Background: an optimization exercise with open tools, aiming at small area. Do not read the settings as production practice.
Only simulation tests tie the RTL to the original design; equivalence was not proved.
Power figures rest on the tool's default switching activity, not on a simulated workload.

P:
## baby_store_loader
module baby_store_loader (
   input  logic        fpgaGlobalClock,
   input  logic        reset_i,
   input  logic [4:0]  cpu_addr_i,
   input  logic [31:0] cpu_data_i,
   input  logic        cpu_rw_en_i,
   output logic [31:0] cpu_data_o,
   input  logic        stop_lamp_i,
   output logic        cpu_hold_o,
   input  logic        ld_start_i,
   input  logic        ld_valid_i,
   input  logic [7:0]  ld_byte_i,
   output logic        ld_ready_o,
   output logic        load_done_o,
   input  logic        dump_start_i,
   output logic        dump_valid_o,
   output logic [7:0]  dump_byte_o,
   input  logic        dump_ready_i
);
export LEC_CHECK = 0
export CAP_MARGIN = 20
export CORE_MARGIN = 2
export CORE_UTILIZATION = 75
export GPL_TIMING_DRIVEN = 0
export SETUP_SLACK_MARGIN = 0.15
export SLEW_MARGIN = 20
export SYNTH_HIERARCHICAL = 1
create_clock -name core_clock -period 6.0 [get_ports {fpgaGlobalClock}]
standard.sh (not shown) runs the stock make flow with config.mk's settings and CLKGATE_MAP_FILE= SYNTH_SCRIPT=/design/flow/synth_recipe.tcl, a recipe that flattens the netlist after the stock synthesis.
==> flow/flow/run.sh <==
#!/bin/bash
# Layout flow: the standard ORFS flow (standard.sh). Synthesis runs
# unchanged; the layout steps then run with these choices, passed to ORFS
# through its own variables:
#   * synthesis's buffers are removed before global placement (flow/rmbuf.tcl)
#   * port buffers are buf_1 instead of ORFS's default pick
#   * the platform's don't-use list also holds the big data buffers
#     (buf_6 and up, bufbuf_*), so fanout and slew repair uses buf_4 and below
#   * before the placement repair, the store's word-line drivers are given
#     x2 drive (flow/presize.tcl)
#   * clock tree synthesis runs without dummy loads, with clkbuf_8 only
#     and a chosen sink clustering
# ORFS writes each tool's output to its own log under orfs/logs; the make
# output of synthesis and of the layout steps goes to synth.log and flow.log.
set -euo pipefail
bash standard.sh synth > synth.log 2>&1
DU=$(make -s -C "$FLOW_HOME" DESIGN_CONFIG="$PWD/config.mk" WORK_HOME="$PWD/orfs" print-DONT_USE_CELLS 2> dont_use.log | sed -n 's/^DONT_USE_CELLS: //p')
[[ -n "$DU" ]]
DU="$DU sky130_fd_sc_hd__buf_6 sky130_fd_sc_hd__buf_8 sky130_fd_sc_hd__buf_12 sky130_fd_sc_hd__buf_16 sky130_fd_sc_hd__bufbuf_8 sky130_fd_sc_hd__bufbuf_16"
echo "$DU" > dont_use.txt
export PRE_GLOBAL_PLACE_TCL="$PWD/flow/rmbuf.tcl"
export PRE_RESIZE_TCL="$PWD/flow/presize.tcl"
export BUFFER_PORTS_ARGS="-buffer_cell sky130_fd_sc_hd__buf_1"
export CTS_ARGS="-sink_clustering_enable -repair_clock_nets -dont_use_dummy_load -sink_clustering_size 18 -sink_clustering_max_diameter 50 -buf_list {sky130_fd_sc_hd__clkbuf_8}"
bash standard.sh "DONT_USE_CELLS=$DU" finish > flow.log 2>&1
==> flow/flow/presize.tcl <==
# Runs before ORFS's repair_design (PRE_RESIZE_TCL). Each store word line
# (the decoder's final AND gate, modules bsl_and2 and bsl_and3) drives a
# whole row of 32 cells spread over the array; give those gates enough drive
# up front so the repair does not split the lines with extra buffers: x2.
set n_up 0
foreach inst [[ord::get_db_block] getInsts] {
  set m [[$inst getMaster] getName]
  if {$m eq "sky130_fd_sc_hd__and2_1" || $m eq "sky130_fd_sc_hd__and2_0"} {
    set to sky130_fd_sc_hd__and2_2
  } elseif {$m eq "sky130_fd_sc_hd__and3_1"} {
    set to sky130_fd_sc_hd__and3_2
  } else {
    continue
  }
  set out ""
  foreach it [$inst getITerms] {
    if {[$it isOutputSignal] && [$it getNet] ne "NULL"} { set out [[$it getNet] getName] }
  }
  if {[string match "g_dec*u_sel.y" $out] || [string match "g_dec*u_wen.y" $out]} {
    replace_cell [get_cells [$inst getName]] $to
    incr n_up
  }
}
puts "presize: upsized $n_up word-line drivers"
==> flow/flow/rmbuf.tcl <==
# Runs at the start of global placement (PRE_GLOBAL_PLACE_TCL), before the
# ports are buffered: remove the buffers synthesis inserted, as ORFS itself
# does when GPL_TIMING_DRIVEN is set, and leave fanout and slew to the
# placement repair.
remove_buffers
P was carried through to the last stage, and its layout satisfied the timing, DRC and antenna checks.
What Q does differently from P at the input level:
--- a/flow/flow/run.sh
+++ b/flow/flow/run.sh
@@ -5 +4,0 @@
-#   * synthesis's buffers are removed before global placement (flow/rmbuf.tcl)
@@ -10 +9 @@
-#     x2 drive (flow/presize.tcl)
+#     x4 drive (flow/presize.tcl)
@@ -21 +19,0 @@
-export PRE_GLOBAL_PLACE_TCL="$PWD/flow/rmbuf.tcl"
@@ -24 +22 @@
-export CTS_ARGS="-sink_clustering_enable -repair_clock_nets -dont_use_dummy_load -sink_clustering_size 18 -sink_clustering_max_diameter 50 -buf_list {sky130_fd_sc_hd__clkbuf_8}"
+export CTS_ARGS="-sink_clustering_enable -repair_clock_nets -dont_use_dummy_load -sink_clustering_size 16 -sink_clustering_max_diameter 50 -buf_list {sky130_fd_sc_hd__clkbuf_8}"
--- a/flow/flow/presize.tcl
+++ b/flow/flow/presize.tcl
@@ -3,2 +3,2 @@
-# whole row of 32 cells spread over the array; give those gates enough drive
-# up front so the repair does not split the lines with extra buffers: x2.
+# whole row of 32 cells spread over the array; give those gates the x4 drive
+# up front so the repair does not split the lines with extra buffers.
@@ -9 +9 @@
-    set to sky130_fd_sc_hd__and2_2
+    set to sky130_fd_sc_hd__and2_4
@@ -11 +11 @@
-    set to sky130_fd_sc_hd__and3_2
+    set to sky130_fd_sc_hd__and3_4
removed: flow/flow/rmbuf.tcl
### Flow results
Looking at the reports, Q completed the entire flow and the layout it produced met the timing, DRC and antenna checks.
In Q the minimum period implied by the final worst setup slack turned out 0.14 ns higher than in P.
Against P as the reference, Q delivers a lower highest attainable clock frequency.
Delta (Q minus P): power consumption shows an increase of 0.67%; design area rose 380 µm².
What P reported for number of clock buffers in the layout has to be multiplied by 1.11 to get the figure for Q.
Across both runs, total global routing track utilization was lower for Q than for P.
P -> Q: final count of pins violating max slew delta 0, exact match
Edits applied to the flow inputs when going from Q to R:
--- a/flow/flow/run.sh
+++ b/flow/flow/run.sh
@@ -4,0 +5 @@
+#   * synthesis's buffers are removed before global placement (flow/rmbuf.tcl)
@@ -9 +10 @@
-#     x4 drive (flow/presize.tcl)
+#     x4 (read select) or x2 (write enable) drive (flow/presize.tcl)
@@ -19,0 +21 @@
+export PRE_GLOBAL_PLACE_TCL="$PWD/flow/rmbuf.tcl"
@@ -22 +24 @@
-export CTS_ARGS="-sink_clustering_enable -repair_clock_nets -dont_use_dummy_load -sink_clustering_size 16 -sink_clustering_max_diameter 50 -buf_list {sky130_fd_sc_hd__clkbuf_8}"
+export CTS_ARGS="-sink_clustering_enable -repair_clock_nets -dont_use_dummy_load -sink_clustering_size 18 -sink_clustering_max_diameter 50 -buf_list {sky130_fd_sc_hd__clkbuf_8}"
--- a/flow/flow/presize.tcl
+++ b/flow/flow/presize.tcl
@@ -3,2 +3,3 @@
-# whole row of 32 cells spread over the array; give those gates the x4 drive
-# up front so the repair does not split the lines with extra buffers.
+# whole row of 32 cells spread over the array; give those gates enough drive
+# up front so the repair does not split the lines with extra buffers: x4 for
+# the read selects (on the core's read path), x2 for the write enables.
@@ -11 +12 @@
-    set to sky130_fd_sc_hd__and3_4
+    set to sky130_fd_sc_hd__and3_2
==> flow/flow/rmbuf.tcl (new file) <==
# Runs at the start of global placement (PRE_GLOBAL_PLACE_TCL), before the
# ports are buffered: remove the buffers synthesis inserted, as ORFS itself
# does when GPL_TIMING_DRIVEN is set, and leave fanout and slew to the
# placement repair.
remove_buffers
Area occupied by multi-input gates down 110 µm² in R wrt Q
R — post-route worst hold slack 0.044 ns higher, Q as reference
R vs Q: final setup slack of the worst path up in R
Between Q and R, the difference in proportion of power drawn by combinational gates is negligible.
| internal power | R vs Q | better |
Compared with Q, in R global-route usage went up 2.4 points; proportion of final cell area spent on non-clock buffers down 0.30 points; maximum resistive drop on vdd has increased; total length of routed met2 wires went up by about 4.5%; final-stage net count lower.
Input-level comparison between S and R:
--- a/flow/flow/run.sh
+++ b/flow/flow/run.sh
@@ -5 +4,0 @@
-#   * synthesis's buffers are removed before global placement (flow/rmbuf.tcl)
@@ -21 +19,0 @@
-export PRE_GLOBAL_PLACE_TCL="$PWD/flow/rmbuf.tcl"
@@ -24 +22 @@
-export CTS_ARGS="-sink_clustering_enable -repair_clock_nets -dont_use_dummy_load -sink_clustering_size 18 -sink_clustering_max_diameter 50 -buf_list {sky130_fd_sc_hd__clkbuf_8}"
+export CTS_ARGS="-sink_clustering_enable -repair_clock_nets -dont_use_dummy_load -sink_clustering_size 16 -sink_clustering_max_diameter 50 -buf_list {sky130_fd_sc_hd__clkbuf_8}"
removed: flow/flow/rmbuf.tcl
[summary]
- Critical path class = in2out: R; critical path class = reg2out: S
- The met3 demand-to-capacity share in global routing of S falls short of that of R by 3.9 points.
- Area: S vs R -> S larger
- Against R, S comes in 0.67 points lower on fraction of power spent switching nets.
- Against R, S comes in 0.59 points higher on growth of design area from synthesis to finish.

what the ideal ports hide:
Ports are ideal in the flow. The routed layouts listed here were re-timed in OpenROAD.
Step 1 sets driving cells, clkbuf_16 on the clock port and buf_2 on the other inputs (assumed; they add their load-dependent delay and slew).
Step 2 adds t to the input delays and takes it off the output delays; t is the mean of the earliest and latest rising clock arrival at the registers after step 1. Input paths then give back, and output paths get back, about the clock's delay inside the block.
a / b / c = ideal / step 1 / step 2; a / b = the first two.
run | shift t [ns] | setup WS [ns] | worst setup path after step 2
P | 0.715 | 0.285 / 0.249 / 0.249 | input to output
Q | 0.728 | 0.141 / 0.080 / 0.218 | input to output
R | 0.718 | 0.441 / 0.406 / 0.406 | input to output
S | 0.730 | 0.370 / 0.313 / 0.408 | input to output
After both steps every run listed still meets setup and hold. The setup slack of P, which loses most, moves by -0.036 ns with the drivers and by -0.036 ns with both steps.
